This design comes from an exercise in tuning for small area and a short achievable clock period on the open sky130 flow, not from production work. Only simulation tests tie the RTL to the original design; equivalence was not proved. Power figures rest on the tool's default switching activity, not on a simulated workload.

==> try-harbor: inputs <==
// exec_stage
module exec_stage #(
    parameter int NUM_REGS = 32
) (
    input  logic                             clk,
    input  logic                             rst_n,
    input  logic [exec_cfg_pkg::XLEN-1:0]    instr_i,
    input  logic [exec_cfg_pkg::XLEN-1:0]    pc_i,
    input  logic                             valid_i,
    input  logic [exec_cfg_pkg::REG_AW-1:0]  dbg_addr_i,
    output logic                             accept_o,
    output logic                             jump_o,
    output logic [exec_cfg_pkg::XLEN-1:0]    jump_pc_o,
    output logic                             halted_o,
    output logic [exec_cfg_pkg::XLEN-1:0]    dbg_data_o
);
    logic c_op_q, c_opimm_q, c_lui_q, c_auipc_q, c_jal_q, c_jalr_q, c_sys_q;
    logic sub_q;                 
    logic b_eq_q, b_ne_q, b_lt_q, b_ge_q, b_ltu_q, b_geu_q;  
    logic wr_q;                  
    logic [31:7]  ir_q;          
    logic [31:0]  pc_q;
    logic [31:0]  tgt_q;         
    logic [31:0]  op1_q, op2_q;  
  ...
==> module regfile, before the edit <==
module regfile (
    input  logic        clk,
    input  logic        rst_n,
    input  logic        we,
    input  logic [4:0]  wa,
    input  logic [31:0] wd,
    input  logic [4:0]  ra1,
    input  logic [4:0]  ra2,
    input  logic [4:0]  ra3,
    output logic [31:0] rd1,
    output logic [31:0] rd2,
    output logic [31:0] rd3
);
    logic [31:0] rf_q [1:31];
    logic [31:1] rv_q;
    always_ff @(posedge clk) begin
        for (int k = 1; k < 32; k++)
            if (we && wa == 5'(k)) rf_q[k] <= wd;
    end
    always_ff @(posedge clk or negedge rst_n) begin
        if (!rst_n) rv_q <= '0;
        else for (int k = 1; k < 32; k++)
            if (we && wa == 5'(k)) rv_q[k] <= 1'b1;
    end
    logic [31:1] s1, s2, s3a, s3b;
    sel_dec u_dec1  (.a(ra1), .v(rv_q), .s(s1));
    sel_dec u_dec2  (.a(ra2), .v(rv_q), .s(s2));
    sel_dec u_dec3a (.a(ra3), .v(rv_q), .s(s3a));
    sel_dec u_dec3b (.a(ra3), .v(rv_q), .s(s3b));
    for (genvar b = 0; b < 32; b++) begin : g_bit
        logic [30:0] col;
        for (genvar k = 1; k < 32; k++) begin : g_col
            assign col[k-1] = rf_q[k][b];
        end
        ao_mux31 u_rd1 (.s(s1), .d(col), .y(rd1[b]));
        ao_mux31 u_rd2 (.s(s2), .d(col), .y(rd2[b]));
        ao_mux31 u_rd3 (.s(b < 16 ? s3a : s3b), .d(col), .y(rd3[b]));
    end
endmodule
==> module sel_dec, before the edit <==
module sel_dec (
    input  logic [4:0]  a,
    input  logic [31:1] v,
    output logic [31:1] s
);
    logic [3:0] hi;
    logic [7:0] lo;
    always_comb begin
        for (int i = 0; i < 4; i++) hi[i] = a[4:3] == 2'(i);
        for (int i = 0; i < 8; i++) lo[i] = a[2:0] == 3'(i);
        for (int k = 1; k < 32; k++) s[k] = hi[k/8] & lo[k%8] & v[k];
    end
endmodule
==> flow/config.mk <==
export PLATFORM = sky130hd
export DESIGN_NAME = exec_stage
export DESIGN_NICKNAME = exec_stage
export VERILOG_FILES = /design/flow/design.v
export SDC_FILE = /design/flow/constraint.sdc
export NUM_CORES = 8
export LEC_CHECK = 0
export CAP_MARGIN = 20
export CORE_MARGIN = 2
export CORE_UTILIZATION = 58
export CTS_CLUSTER_DIAMETER = 100
export CTS_CLUSTER_SIZE = 20
export SETUP_SLACK_MARGIN = 4.5
export SLEW_MARGIN = 20
export SYNTH_HIERARCHICAL = 1
==> flow/constraint.sdc <==
create_clock -name core_clock -period 10.0 [get_ports {clk}]
set_input_delay 2.0000 -clock core_clock [delete_from_list [all_inputs] [get_ports {clk}]]
set_output_delay 2.0000 -clock core_clock [all_outputs]
set_load 0.01 [all_outputs]
standard.sh (not shown) runs the stock make flow with config.mk's settings and CLKGATE_MAP_FILE= SYNTH_SCRIPT=/design/flow/synth_recipe.tcl, a recipe that flattens the netlist after the stock synthesis.
==> flow/flow/run.sh <==
#!/bin/bash
# The standard layout (standard.sh), with the input and output ports
# buffered by buf_4 cells instead of the buffer the flow picks by default
# (a delay cell). make's own output goes to standard.log; each ORFS step
# writes its log under orfs/logs/.
set -euo pipefail
bash standard.sh "BUFFER_PORTS_ARGS=-buffer_cell sky130_fd_sc_hd__buf_4" finish > standard.log 2>&1
==> try-tundra (differences from try-harbor) <==
--- a/flow/design.v
+++ b/flow/design.v
@@ -109,82 +109,56 @@
     always_ff @(posedge clk or negedge rst_n) begin
         if (!rst_n) rv_q <= '0;
         else for (int k = 1; k < 32; k++)
             if (we && wa == 5'(k)) rv_q[k] <= 1'b1;
     end
-    logic [31:1] s1, s2, s3a, s3b;
-    sel_dec u_dec1  (.a(ra1), .v(rv_q), .s(s1));
-    sel_dec u_dec2  (.a(ra2), .v(rv_q), .s(s2));
-    sel_dec u_dec3a (.a(ra3), .v(rv_q), .s(s3a));
-    sel_dec u_dec3b (.a(ra3), .v(rv_q), .s(s3b));
+    function automatic logic [31:1] onehot(input logic [4:0] a, input logic [31:1] v);
+        logic [3:0] hi;
+        logic [7:0] lo;
+        for (int i = 0; i < 4; i++) hi[i] = a[4:3] == 2'(i);
+        for (int i = 0; i < 8; i++) lo[i] = a[2:0] == 3'(i);
+        for (int k = 1; k < 32; k++) onehot[k] = hi[k/8] & lo[k%8] & v[k];
+    endfunction
+    logic [31:1] s1, s2, s3;
+    assign s1 = onehot(ra1, rv_q);
+    assign s2 = onehot(ra2, rv_q);
+    assign s3 = onehot(ra3, rv_q);
     for (genvar b = 0; b < 32; b++) begin : g_bit
         logic [30:0] col;
         for (genvar k = 1; k < 32; k++) begin : g_col
             assign col[k-1] = rf_q[k][b];
         end
         ao_mux31 u_rd1 (.s(s1), .d(col), .y(rd1[b]));
         ao_mux31 u_rd2 (.s(s2), .d(col), .y(rd2[b]));
-        ao_mux31 u_rd3 (.s(b < 16 ? s3a : s3b), .d(col), .y(rd3[b]));
-    end
-endmodule
-module sel_dec (
-    input  logic [4:0]  a,
-    input  logic [31:1] v,
-    output logic [31:1] s
-);
-    logic [3:0] hi;
-    logic [7:0] lo;
-    always_comb begin
-        for (int i = 0; i < 4; i++) hi[i] = a[4:3] == 2'(i);
-        for (int i = 0; i < 8; i++) lo[i] = a[2:0] == 3'(i);
-        for (int k = 1; k < 32; k++) s[k] = hi[k/8] & lo[k%8] & v[k];
+        ao_mux31 u_rd3 (.s(s3), .d(col), .y(rd3[b]));
     end
 endmodule
 module ao_mux31 (
     input  logic [30:0] s,
     input  logic [30:0] d,
     output logic        y
 );
-    logic [3:0] gn;
-    ao8n u_g0 (.s(s[7:0]),   .d(d[7:0]),   .yn(gn[0]));
-    ao8n u_g1 (.s(s[15:8]),  .d(d[15:8]),  .yn(gn[1]));
-    ao8n u_g2 (.s(s[23:16]), .d(d[23:16]), .yn(gn[2]));
-    ao7n u_g3 (.s(s[30:24]), .d(d[30:24]), .yn(gn[3]));
-    assign y = ~&gn;
-endmodule
-module ao7n (
-    input  logic [6:0] s,
-    input  logic [6:0] d,
-    output logic       yn
-);
-    assign yn = ~|(s & d);
-endmodule
-module ao8n (
-    input  logic [7:0] s,
-    input  logic [7:0] d,
-    output logic       yn
-);
-    assign yn = ~|(s & d);
+    assign y = |(s & d);
 endmodule
 module alu (
     input  logic [31:0] a,
     input  logic [31:0] b,
     input  logic        sub,
-    input  logic        lt,          
-    input  logic        ltu,         
     input  logic        sra,
     input  logic [2:0]  funct3,
     output logic [31:0] res_o
 );
     logic [31:0] bx, p, g, c, sum;
-    logic        cout, left;
+    logic        cout, left, lt, ltu;
     logic [31:0] sh_in, sh_out, sh_res;
     assign bx = sub ? ~b : b;
     assign p  = a ^ bx;
     assign g  = a & bx;
-    bk_carry u_bk (.p(p), .g(g), .cin(sub), .c(c), .cout(cout));   
+    bk_carry u_bk (.p(p), .g(g), .cin(sub), .c(c), .cout(cout));
     assign sum = p ^ c;
+    assign ltu = !cout;
+    assign lt  = (a[31] == b[31]) ? sum[31] : a[31];
     assign left = funct3 == 3'b001;
     always_comb begin
         for (int k = 0; k < 32; k++) sh_in[k] = left ? a[31-k] : a[k];
     end
     assign sh_out = 32'($signed({sra && !left && a[31], sh_in}) >>> b[4:0]);
@@ -251,22 +225,10 @@
     assign lo_lt = a[30:0] < b[30:0];
     assign eq_o  = a == b;
     assign lt_o  = (a[31] == b[31]) ? lo_lt : a[31];
     assign ltu_o = (a[31] == b[31]) ? lo_lt : b[31];
 endmodule
-module stage_ctl (
-    input  logic taken,      
-    input  logic jp_q,       
-    input  logic valid_i,
-    input  logic sys_q,      
-    input  logic halted_q,
-    output logic jump,
-    output logic accept
-);
-    assign jump   = taken && !jp_q;
-    assign accept = valid_i && !jump && !sys_q && !halted_q;
-endmodule
 module exec_stage #(
     parameter int NUM_REGS = 32
 ) (
     input  logic                             clk,
     input  logic                             rst_n,
@@ -279,16 +241,14 @@
     output logic [exec_cfg_pkg::XLEN-1:0]    jump_pc_o,
     output logic                             halted_o,
     output logic [exec_cfg_pkg::XLEN-1:0]    dbg_data_o
 );
     logic c_op_q, c_opimm_q, c_lui_q, c_auipc_q, c_jal_q, c_jalr_q, c_sys_q;
-    logic sub_q;                 
     logic b_eq_q, b_ne_q, b_lt_q, b_ge_q, b_ltu_q, b_geu_q;  
     logic wr_q;                  
     logic [31:7]  ir_q;          
     logic [31:0]  pc_q;
-    logic [31:0]  tgt_q;         
     logic [31:0]  op1_q, op2_q;  
     logic         jp_q;          
     logic         halted_q;
     logic [6:0] opc_i;
     logic [2:0] f3_i;
@@ -304,62 +264,43 @@
     assign d_br    = opc_i == rv_isa_pkg::OPC_BRANCH;
     assign d_sys   = opc_i == rv_isa_pkg::OPC_SYSTEM;
     logic taken;
     logic wb_we;
     logic [31:0] wb_data;
-    logic jump, accept;
-    stage_ctl u_ctl_port (
-        .taken    (taken),
-        .jp_q     (jp_q),
-        .valid_i  (valid_i),
-        .sys_q    (c_sys_q),
-        .halted_q (halted_q),
-        .jump     (jump_o),
-        .accept   (accept_o)
-    );
-    stage_ctl u_ctl (
-        .taken    (taken),
-        .jp_q     (jp_q),
-        .valid_i  (valid_i),
-        .sys_q    (c_sys_q),
-        .halted_q (halted_q),
-        .jump     (jump),
-        .accept   (accept)
-    );
+    assign jump_o   = taken && !jp_q;
+    assign accept_o = valid_i && !jump_o && !c_sys_q && !halted_q;
     assign halted_o = halted_q;
-    assign wb_we    = accept && wr_q;
+    assign wb_we    = accept_o && wr_q;
     always_ff @(posedge clk or negedge rst_n) begin
         if (!rst_n) begin
             c_op_q <= 1'b0; c_opimm_q <= 1'b0; c_lui_q <= 1'b0; c_auipc_q <= 1'b0;
             c_jal_q <= 1'b0; c_jalr_q <= 1'b0; c_sys_q <= 1'b0;
-            sub_q <= 1'b0;
             b_eq_q <= 1'b0; b_ne_q <= 1'b0; b_lt_q <= 1'b0;
             b_ge_q <= 1'b0; b_ltu_q <= 1'b0; b_geu_q <= 1'b0;
             wr_q     <= 1'b0;
             jp_q     <= 1'b0;
             halted_q <= 1'b0;
         end else begin
-            if (accept) begin
+            if (accept_o) begin
                 c_op_q <= d_op; c_opimm_q <= d_opimm; c_lui_q <= d_lui; c_auipc_q <= d_auipc;
                 c_jal_q <= d_jal; c_jalr_q <= d_jalr; c_sys_q <= d_sys;
-                sub_q <= d_op && instr_i[30] && f3_i == 3'b000;
                 b_eq_q  <= d_br && f3_i == 3'b000;
                 b_ne_q  <= d_br && f3_i == 3'b001;
                 b_lt_q  <= d_br && f3_i == 3'b100;
                 b_ge_q  <= d_br && f3_i == 3'b101;
                 b_ltu_q <= d_br && f3_i == 3'b110;
                 b_geu_q <= d_br && f3_i == 3'b111;
                 wr_q <= (d_op || d_opimm || d_lui || d_auipc || d_jal || d_jalr) &&
                         instr_i[11:7] != 5'd0;
             end
-            if (jump) jp_q <= 1'b1;
-            else if (accept) jp_q <= 1'b0;
+            if (jump_o) jp_q <= 1'b1;
+            else if (accept_o) jp_q <= 1'b0;
             if (c_sys_q) halted_q <= 1'b1;
         end
     end
     always_ff @(posedge clk) begin
-        if (accept) begin
+        if (accept_o) begin
             ir_q <= instr_i[31:7];
             pc_q <= pc_i;
         end
     end
     logic [4:0]  rs1_a, rs2_a;
@@ -387,53 +328,46 @@
     );
     always_ff @(posedge clk) begin
         op1_q <= fwd1 ? wb_data : rd1;
         op2_q <= use_imm ? imm2 : fwd2 ? wb_data : rd2;
     end
-    logic [31:0] t_imm, t_sum;
-    always_comb begin
-        if (d_br)         t_imm = {{20{instr_i[31]}}, instr_i[7], instr_i[30:25], instr_i[11:8], 1'b0};
-        else if (d_auipc) t_imm = {instr_i[31:12], 12'b0};
-        else              t_imm = {{12{instr_i[31]}}, instr_i[19:12], instr_i[20], instr_i[30:21], 1'b0};
-    end
-    assign t_sum = pc_i + t_imm;
-    always_ff @(posedge clk) begin
-        if (accept) tgt_q <= t_sum;
-    end
     logic [2:0]  f3;
-    logic [31:0] imm_i, imm_u;
+    logic [31:0] imm_i, imm_b, imm_u, imm_j;
     assign f3    = ir_q[14:12];
     assign imm_i = {{20{ir_q[31]}}, ir_q[31:20]};
+    assign imm_b = {{20{ir_q[31]}}, ir_q[7], ir_q[30:25], ir_q[11:8], 1'b0};
     assign imm_u = {ir_q[31:12], 12'b0};
-    logic eq, lt, ltu;
-    branch_cmp u_branch_cmp (
-        .a     (op1_q),
-        .b     (op2_q),
-        .eq_o  (eq),
-        .lt_o  (lt),
-        .ltu_o (ltu)
-    );
+    assign imm_j = {{12{ir_q[31]}}, ir_q[19:12], ir_q[20], ir_q[30:21], 1'b0};
     logic [31:0] alu_res;
     alu u_alu (
         .a      (op1_q),
         .b      (op2_q),
-        .sub    (sub_q),
-        .lt     (lt),
-        .ltu    (ltu),
+        .sub    ((c_op_q && ir_q[30] && f3 == 3'b000) || f3[2:1] == 2'b01),
         .sra    (ir_q[30]),
         .funct3 (f3),
         .res_o  (alu_res)
     );
+    logic eq, lt, ltu;
+    branch_cmp u_branch_cmp (
+        .a     (op1_q),
+        .b     (op2_q),
+        .eq_o  (eq),
+        .lt_o  (lt),
+        .ltu_o (ltu)
+    );
     assign taken = c_jal_q || c_jalr_q ||
                    (b_eq_q && eq) || (b_ne_q && !eq) || (b_lt_q && lt) ||
                    (b_ge_q && !lt) || (b_ltu_q && ltu) || (b_geu_q && !ltu);
-    logic [31:0] jalr_sum, link;
+    logic [31:0] pc_imm, pc_sum, jalr_sum, link;
+    assign pc_imm    = (b_eq_q || b_ne_q || b_lt_q || b_ge_q || b_ltu_q || b_geu_q) ? imm_b :
+                       c_jal_q ? imm_j : imm_u;
+    assign pc_sum    = pc_q + pc_imm;
     assign jalr_sum  = op1_q + imm_i;
     assign link      = {pc_q[31:2] + 30'd1, pc_q[1:0]};
-    assign jump_pc_o = c_jalr_q ? {jalr_sum[31:1], 1'b0} : tgt_q;
+    assign jump_pc_o = c_jalr_q ? {jalr_sum[31:1], 1'b0} : pc_sum;
     always_comb begin
         if (c_op_q || c_opimm_q) wb_data = alu_res;
         else if (c_lui_q)        wb_data = imm_u;
-        else if (c_auipc_q)      wb_data = tgt_q;
+        else if (c_auipc_q)      wb_data = pc_sum;
         else                     wb_data = link;
     end
 endmodule
==> flow/run.sh (new file) <==
#!/bin/bash
# synth_recipe.tcl (not shown) runs the flow's synth.tcl, then flattens the netlist and writes it again
# the make line also repeats each setting of config.mk as NAME=value (left out here)
make -C /OpenROAD-flow-scripts/flow DESIGN_CONFIG=/design/flow/config.mk WORK_HOME=/design/flow/orfs CLKGATE_MAP_FILE= SYNTH_SCRIPT=/design/flow/synth_recipe.tcl finish
- CORE_UTILIZATION: 58 -> 40
- SETUP_SLACK_MARGIN: 4.5 -> 4.0
removed: flow/flow/run.sh
removed: flow/standard.sh
==> try-ember (differences from try-harbor) <==
--- a/flow/design.v
+++ b/flow/design.v
@@ -109,36 +109,29 @@
     always_ff @(posedge clk or negedge rst_n) begin
         if (!rst_n) rv_q <= '0;
         else for (int k = 1; k < 32; k++)
             if (we && wa == 5'(k)) rv_q[k] <= 1'b1;
     end
-    logic [31:1] s1, s2, s3a, s3b;
-    sel_dec u_dec1  (.a(ra1), .v(rv_q), .s(s1));
-    sel_dec u_dec2  (.a(ra2), .v(rv_q), .s(s2));
-    sel_dec u_dec3a (.a(ra3), .v(rv_q), .s(s3a));
-    sel_dec u_dec3b (.a(ra3), .v(rv_q), .s(s3b));
+    function automatic logic [31:1] onehot(input logic [4:0] a, input logic [31:1] v);
+        logic [3:0] hi;
+        logic [7:0] lo;
+        for (int i = 0; i < 4; i++) hi[i] = a[4:3] == 2'(i);
+        for (int i = 0; i < 8; i++) lo[i] = a[2:0] == 3'(i);
+        for (int k = 1; k < 32; k++) onehot[k] = hi[k/8] & lo[k%8] & v[k];
+    endfunction
+    logic [31:1] s1, s2, s3;
+    assign s1 = onehot(ra1, rv_q);
+    assign s2 = onehot(ra2, rv_q);
+    assign s3 = onehot(ra3, rv_q);
     for (genvar b = 0; b < 32; b++) begin : g_bit
         logic [30:0] col;
         for (genvar k = 1; k < 32; k++) begin : g_col
             assign col[k-1] = rf_q[k][b];
         end
         ao_mux31 u_rd1 (.s(s1), .d(col), .y(rd1[b]));
         ao_mux31 u_rd2 (.s(s2), .d(col), .y(rd2[b]));
-        ao_mux31 u_rd3 (.s(b < 16 ? s3a : s3b), .d(col), .y(rd3[b]));
-    end
-endmodule
-module sel_dec (
-    input  logic [4:0]  a,
-    input  logic [31:1] v,
-    output logic [31:1] s
-);
-    logic [3:0] hi;
-    logic [7:0] lo;
-    always_comb begin
-        for (int i = 0; i < 4; i++) hi[i] = a[4:3] == 2'(i);
-        for (int i = 0; i < 8; i++) lo[i] = a[2:0] == 3'(i);
-        for (int k = 1; k < 32; k++) s[k] = hi[k/8] & lo[k%8] & v[k];
+        ao_mux31 u_rd3 (.s(s3), .d(col), .y(rd3[b]));
     end
 endmodule
 module ao_mux31 (
     input  logic [30:0] s,
     input  logic [30:0] d,
- CORE_UTILIZATION: 58 -> 50
- SETUP_SLACK_MARGIN: 4.5 -> 4.0
==> summary of the runs <==
- Count of clock-buffer cells in the layout: try-ember is higher than try-tundra (5).
- The highest synthesized area belongs to try-harbor, the lowest to try-tundra.
- In try-tundra the critical path depth is higher than in try-harbor, by 3.
- Non-clock buffer count: try-tundra is higher than try-ember (109).
- Clock skew: try-harbor is lower than try-ember (0.0054 ns).
- In flip-flop and latch count, try-harbor and try-ember do not differ.
- Sequential power: try-tundra is larger than try-harbor (about 0.9%).
- In try-tundra the utilization is lower than in try-harbor, by 20 points.
- Against try-ember, the sequential share of layout area of try-tundra is lower by 2.8 points.
- Clock power: try-tundra is smaller than try-ember (about 2%).
- Synthesized cell count: try-ember < try-tundra < try-harbor.
==> figures <==
Reg-to-Reg Start: try-tundra op1_q[8]; try-harbor sub_q; try-ember sub_q
Fraction of standard cell area in multi-input logic: try-tundra 40.80%; try-harbor 41.43%; try-ember 40.26%
Switch Pwr: try-tundra 2.892 mW; try-harbor 2.190 mW; try-ember 2.321 mW
Post-layout instance area: try-tundra 75,820 µm²; try-harbor 75,120 µm²; try-ember 73,250 µm²
Synth Net Count: try-tundra 5,527; try-harbor 5,569; try-ember 5,515
Pwr/cell area: try-tundra 135.5 nW/µm²; try-harbor 122.8 nW/µm²; try-ember 127.9 nW/µm²
Hold Crit Depth: try-tundra 1; try-harbor 1; try-ember 2
Startpoint of the most critical setup path: try-tundra dbg_addr_i[2]; try-harbor dbg_addr_i[1]; try-ember dbg_addr_i[1]
Via count: try-tundra 60,760; try-harbor 61,250; try-ember 60,870
Storage element area: try-tundra 34,010 µm²; try-harbor 34,990 µm²; try-ember 34,930 µm²
Fraction of layout instances using a drive strength above 1: try-tundra 20.11%; try-harbor 19.40%; try-ember 15.52%
Run status: try-tundra timing/DRC/antenna clean; try-harbor timing/DRC/antenna clean; try-ember timing/DRC/antenna clean
Inverters excl. clock: try-tundra 157; try-harbor 164; try-ember 151
Internal power of the cells: try-tundra 7.378 mW; try-harbor 7.034 mW; try-ember 7.050 mW
Detailed Route WL: try-tundra 327,200 µm; try-harbor 307,100 µm; try-ember 332,400 µm
Cell with the largest stage delay on the worst path: try-tundra sky130_fd_sc_hd__or4_4; try-harbor sky130_fd_sc_hd__a222oi_1; try-ember sky130_fd_sc_hd__nand4_1
Post-Route Skew: try-tundra 0.05427 ns; try-harbor 0.04818 ns; try-ember 0.05360 ns
Switching share of power: try-tundra 28.16%; try-harbor 23.74%; try-ember 24.77%
# Taps: try-tundra 2,072; try-harbor 1,488; try-ember 1,662
Worst-path maximum fanout: try-tundra 7; try-harbor 6; try-ember 8
Routability Congestion: try-tundra 1.013; try-harbor 1.043; try-ember 1.030
Initial detailed-routing violation count: try-tundra 12,770; try-harbor 14,820; try-ember 14,070
Placed instance count: try-tundra 7,560; try-harbor 6,973; try-ember 7,149

-- static timing again, ports no longer ideal --
The results above use ideal ports. As a check the final layouts listed here were re-extracted and re-timed, cells and wires unchanged. Step 1 (the two cells are an assumption about what drives the block):
set clk [get_ports {clk}]
set_driving_cell -lib_cell sky130_fd_sc_hd__clkbuf_16 $clk
set_driving_cell -lib_cell sky130_fd_sc_hd__buf_2 [delete_from_list [all_inputs] $clk]
Step 2 times the ports against the registers' clock, not the clock port: input delays grow and output delays shrink by t, the midpoint of the rising clock arrivals with the driver on. a / b / c = ideal / step 1 / step 2; a / b = the first two.
| run | t, ns | setup WS [ns] | hold WS [ns] | slew at the worst register clock pin (ns) | worst slew at a driven data input, ns |
|---|---|---|---|---|---|
| try-harbor | 0.773 | 4.069 / 3.935 / 3.840 | 0.507 / 0.507 / 0.507 | 0.10 / 0.10 | 0.25 |
| try-tundra | 0.796 | 3.684 / 3.486 / 3.475 | 0.479 / 0.479 / 0.479 | 0.10 / 0.10 | 0.21 |
| try-ember | 0.788 | 3.782 / 3.718 / 3.323 | 0.541 / 0.541 / 0.541 | 0.10 / 0.10 | 0.12 |
After both steps every run listed still meets setup and hold. For try-ember, which loses most, drivers alone change the setup slack by -0.064 ns; drivers and shift together by -0.459 ns.
